From an optimization exercise on the open Yosys and OpenROAD flow, aimed at small area, a short achievable clock period and few clock cycles; shortcuts taken in it are not production practice.
Function was checked by simulation only, so behaviour that the tests miss may differ from the original.
Power is estimated from default activity; no workload was simulated.

// bitmap_run_allocator
module bitmap_run_allocator
(
   input  logic              clock,
   input  logic              reset,
   input  logic              start,
   output logic              busy,
   input  logic [bra_pkg::CMD_W-1:0]  req_command,
   input  logic [bra_pkg::IDX_W-1:0]  req_bit_index,
   input  logic [bra_pkg::CNT_W-1:0]  req_run_length,
   output logic              rsp_strobe,
   output logic              rsp_found,
   output logic [bra_pkg::IDX_W-1:0]  rsp_result_index,
   output logic              rsp_bit_value,
   output logic [bra_pkg::CNT_W-1:0]  rsp_free_count,
   output logic              rsp_index_error,
   input  logic              csr_wr_en,
   input  logic [bra_pkg::CNT_W-1:0]  csr_wr_data
);
==> flow/config.mk <==
export PLATFORM = sky130hd
export DESIGN_NAME = bitmap_run_allocator
export DESIGN_NICKNAME = bitmap_run_allocator
export VERILOG_FILES = /design/flow/design.v
export SDC_FILE = /design/flow/constraint.sdc
export NUM_CORES = 4
export LEC_CHECK = 0
export ABC_AREA = 1
export CAP_MARGIN = 20
export CORE_MARGIN = 2
export CORE_UTILIZATION = 30
export SLEW_MARGIN = 20
==> flow/constraint.sdc <==
create_clock -name core_clock -period 11.0 [get_ports {clock}]
set_input_delay 2.2000 -clock core_clock [delete_from_list [all_inputs] [get_ports {clock}]]
set_output_delay 2.2000 -clock core_clock [all_outputs]
set_load 0.01 [all_outputs]
standard.sh (not shown) runs the stock make flow with config.mk's settings and CLKGATE_MAP_FILE= SYNTH_SCRIPT=/design/flow/synth_recipe.tcl, a recipe that flattens the netlist after the stock synthesis.
==> flow/flow/run.sh <==
#!/bin/bash
set -euo pipefail
bash standard.sh SETUP_SLACK_MARGIN=7 finish > standard_flow.log 2>&1
The starting point ran to the end with violations: max-capacitance violations, max-slew violations.
Testbench counts at the start, summed over its fixed seeds: cycles 24,686.
Edit:
==> flow/run.sh (new file) <==
#!/bin/bash
# synth_recipe.tcl (not shown) runs the flow's synth.tcl, then flattens the netlist and writes it again
# the make line also repeats each setting of config.mk as NAME=value (left out here)
make -C /OpenROAD-flow-scripts/flow DESIGN_CONFIG=/design/flow/config.mk WORK_HOME=/design/flow/orfs CLKGATE_MAP_FILE= SYNTH_SCRIPT=/design/flow/synth_recipe.tcl finish
--- a/flow/config.mk
+++ b/flow/config.mk
@@ -11,2 +11,3 @@
 export CORE_UTILIZATION = 30
+export SETUP_SLACK_MARGIN = 5
 export SLEW_MARGIN = 20
removed: flow/flow/run.sh
removed: flow/standard.sh
Result: The new run passed the timing, DRC and antenna checks; worst setup slack gets worse by 0.86 ns; synthesized area is unchanged; cell area goes down by about a fifth; utilization falls by 5.8 points; non-clock buffer count is lower by 550; sequential share of layout area climbs by 6.4 points; fmax goes down by about a fifth; flip-flop and latch count is unchanged.

---

== willow ==
Another version of the RTL of bitmap_run_allocator (not shown whole).
For scale: about 8100 cells after synthesis, ~1200 flip-flops, about 65 I/O pins.
clock: 11.0 ns
lec_check: 0
abc_area: 1
cap_margin: 20
core_margin: 2
core_utilization: 40
setup_slack_margin: 5
slew_margin: 20
run.sh (not shown) runs the stock make flow with config.mk's settings and CLKGATE_MAP_FILE= SYNTH_SCRIPT=/design/flow/synth_recipe.tcl, a recipe that flattens the netlist after the stock synthesis.
Stock flow here: none of the scripts above is used.
willow | stages: all done | timing, DRC, antenna: all pass
Testbench counts of willow, summed over its fixed seeds: cycles 24,678.
Input-level comparison between pepper and willow:
# willow
export LEC_CHECK = 0
export ABC_AREA = 1
export CAP_MARGIN = 20
export CORE_MARGIN = 2
export CORE_UTILIZATION = 40
export SETUP_SLACK_MARGIN = 5
export SLEW_MARGIN = 20
create_clock -name core_clock -period 11.0 [get_ports {clock}]
# pepper
export LEC_CHECK = 0
export ABC_AREA = 1
export CAP_MARGIN = 20
export CORE_MARGIN = 2
export CORE_UTILIZATION = 35
export SETUP_SLACK_MARGIN = 5
export SLEW_MARGIN = 20
create_clock -name core_clock -period 11.0 [get_ports {clock}]
Findings:
Run comparison: pepper category of the most critical setup path flop to output port; willow category of the most critical setup path flop to flop. Delta (pepper minus willow): setup slack climbed 51 ps; die area climbed about 14%; sequential fraction of total cell area dropped 0.43 points; final critical path time including I/O delays and setup dropped 51 ps.
diff inputs: pepper => fjord
# pepper
export LEC_CHECK = 0
export ABC_AREA = 1
export CAP_MARGIN = 20
export CORE_MARGIN = 2
export CORE_UTILIZATION = 35
export SETUP_SLACK_MARGIN = 5
export SLEW_MARGIN = 20
create_clock -name core_clock -period 11.0 [get_ports {clock}]
# fjord
export LEC_CHECK = 0
export ABC_AREA = 1
export CAP_MARGIN = 20
export CORE_MARGIN = 2
export CORE_UTILIZATION = 30
export SETUP_SLACK_MARGIN = 5
export SLEW_MARGIN = 20
create_clock -name core_clock -period 11.0 [get_ports {clock}]
## What came out
- Lower initial core utilization goes to fjord over pepper.
- Startpoint-to-endpoint class of the critical path = flop to output port: pepper; startpoint-to-endpoint class of the critical path = flop to flop: fjord
- Taking pepper as the reference, in fjord routed wire length now smaller, worst hold-check slack comparable, number of buffers created by CTS now larger, count of nets after finishing comparable, part of the total power dissipated in combinational logic now smaller.
- In the flow results for pepper and fjord, the number of tap cells added at floorplan is larger on fjord.
- Summary of fjord over pepper: critical path depth picked up an extra 10; cell area picked up an extra about 0.55%; fraction of cell area in non-clock buffers lost 0.35 points.
Here is what was changed in the inputs of garnet compared with fjord.
# fjord
export LEC_CHECK = 0
export ABC_AREA = 1
export CAP_MARGIN = 20
export CORE_MARGIN = 2
export CORE_UTILIZATION = 30
export SETUP_SLACK_MARGIN = 5
export SLEW_MARGIN = 20
create_clock -name core_clock -period 11.0 [get_ports {clock}]
# garnet
export LEC_CHECK = 0
export ABC_AREA = 1
export CAP_MARGIN = 20
export CORE_MARGIN = 2
export CORE_UTILIZATION = 45
export SETUP_SLACK_MARGIN = 5
export SLEW_MARGIN = 20
create_clock -name core_clock -period 11.0 [get_ports {clock}]
[summary]
- There was hardly any difference in source-to-sink clock delay at the later pin of the worst-skew pair between fjord and garnet.
- STATUS first-iteration DRC count: garnet wins against fjord
- Cell with the largest stage delay on the worst path = sky130_fd_sc_hd__o21ai_0: fjord; cell with the largest stage delay on the worst path = sky130_fd_sc_hd__dfxtp_4: garnet
- garnet: flip-flop and latch share of the layout cell area higher than fjord
- Final worst slack in garnet is 55 ps higher than in fjord
- Relative to fjord, final cell area excluding filler cells has gone down in garnet.
- garnet and fjord ended up with nearly the same combined area of all synthesized cells.
- On met1 routed wirelength after detailed routing, the higher figure sits with fjord, not garnet.
- In the metrics for garnet and fjord, the one carrying the lower clock-buffer cell count is garnet.

==> re-timing with driven ports <==
The flow's constraints put no driver on any port. The routed layouts listed below were extracted and timed again, unchanged, in two steps.
Step 1 assumes that a clkbuf_16 drives the clock port and a buf_2 every other input.
Step 2 times the ports against the registers' clock, not the clock port: input delays grow and output delays shrink by t, the midpoint of the rising clock arrivals with the driver on.
a / b / c = no drivers / after step 1 / after step 2; a / b = the first two.
run | shift t [ns] | setup slack, ns | latest minus earliest clock arrival (ns)
the first run of note 1 | 0.883 | 5.946 / 5.946 / 5.209 | 0.060 / 0.060
the second run of note 1 | 0.886 | 5.089 / 5.089 / 4.504 | 0.076 / 0.076
willow | 0.881 | 5.092 / 5.092 / 4.548 | 0.045 / 0.045
pepper | 0.868 | 5.144 / 5.065 / 4.470 | 0.062 / 0.062
fjord | 0.892 | 5.102 / 5.102 / 4.435 | 0.050 / 0.050
garnet | 0.855 | 5.157 / 5.157 / 4.420 | 0.051 / 0.051
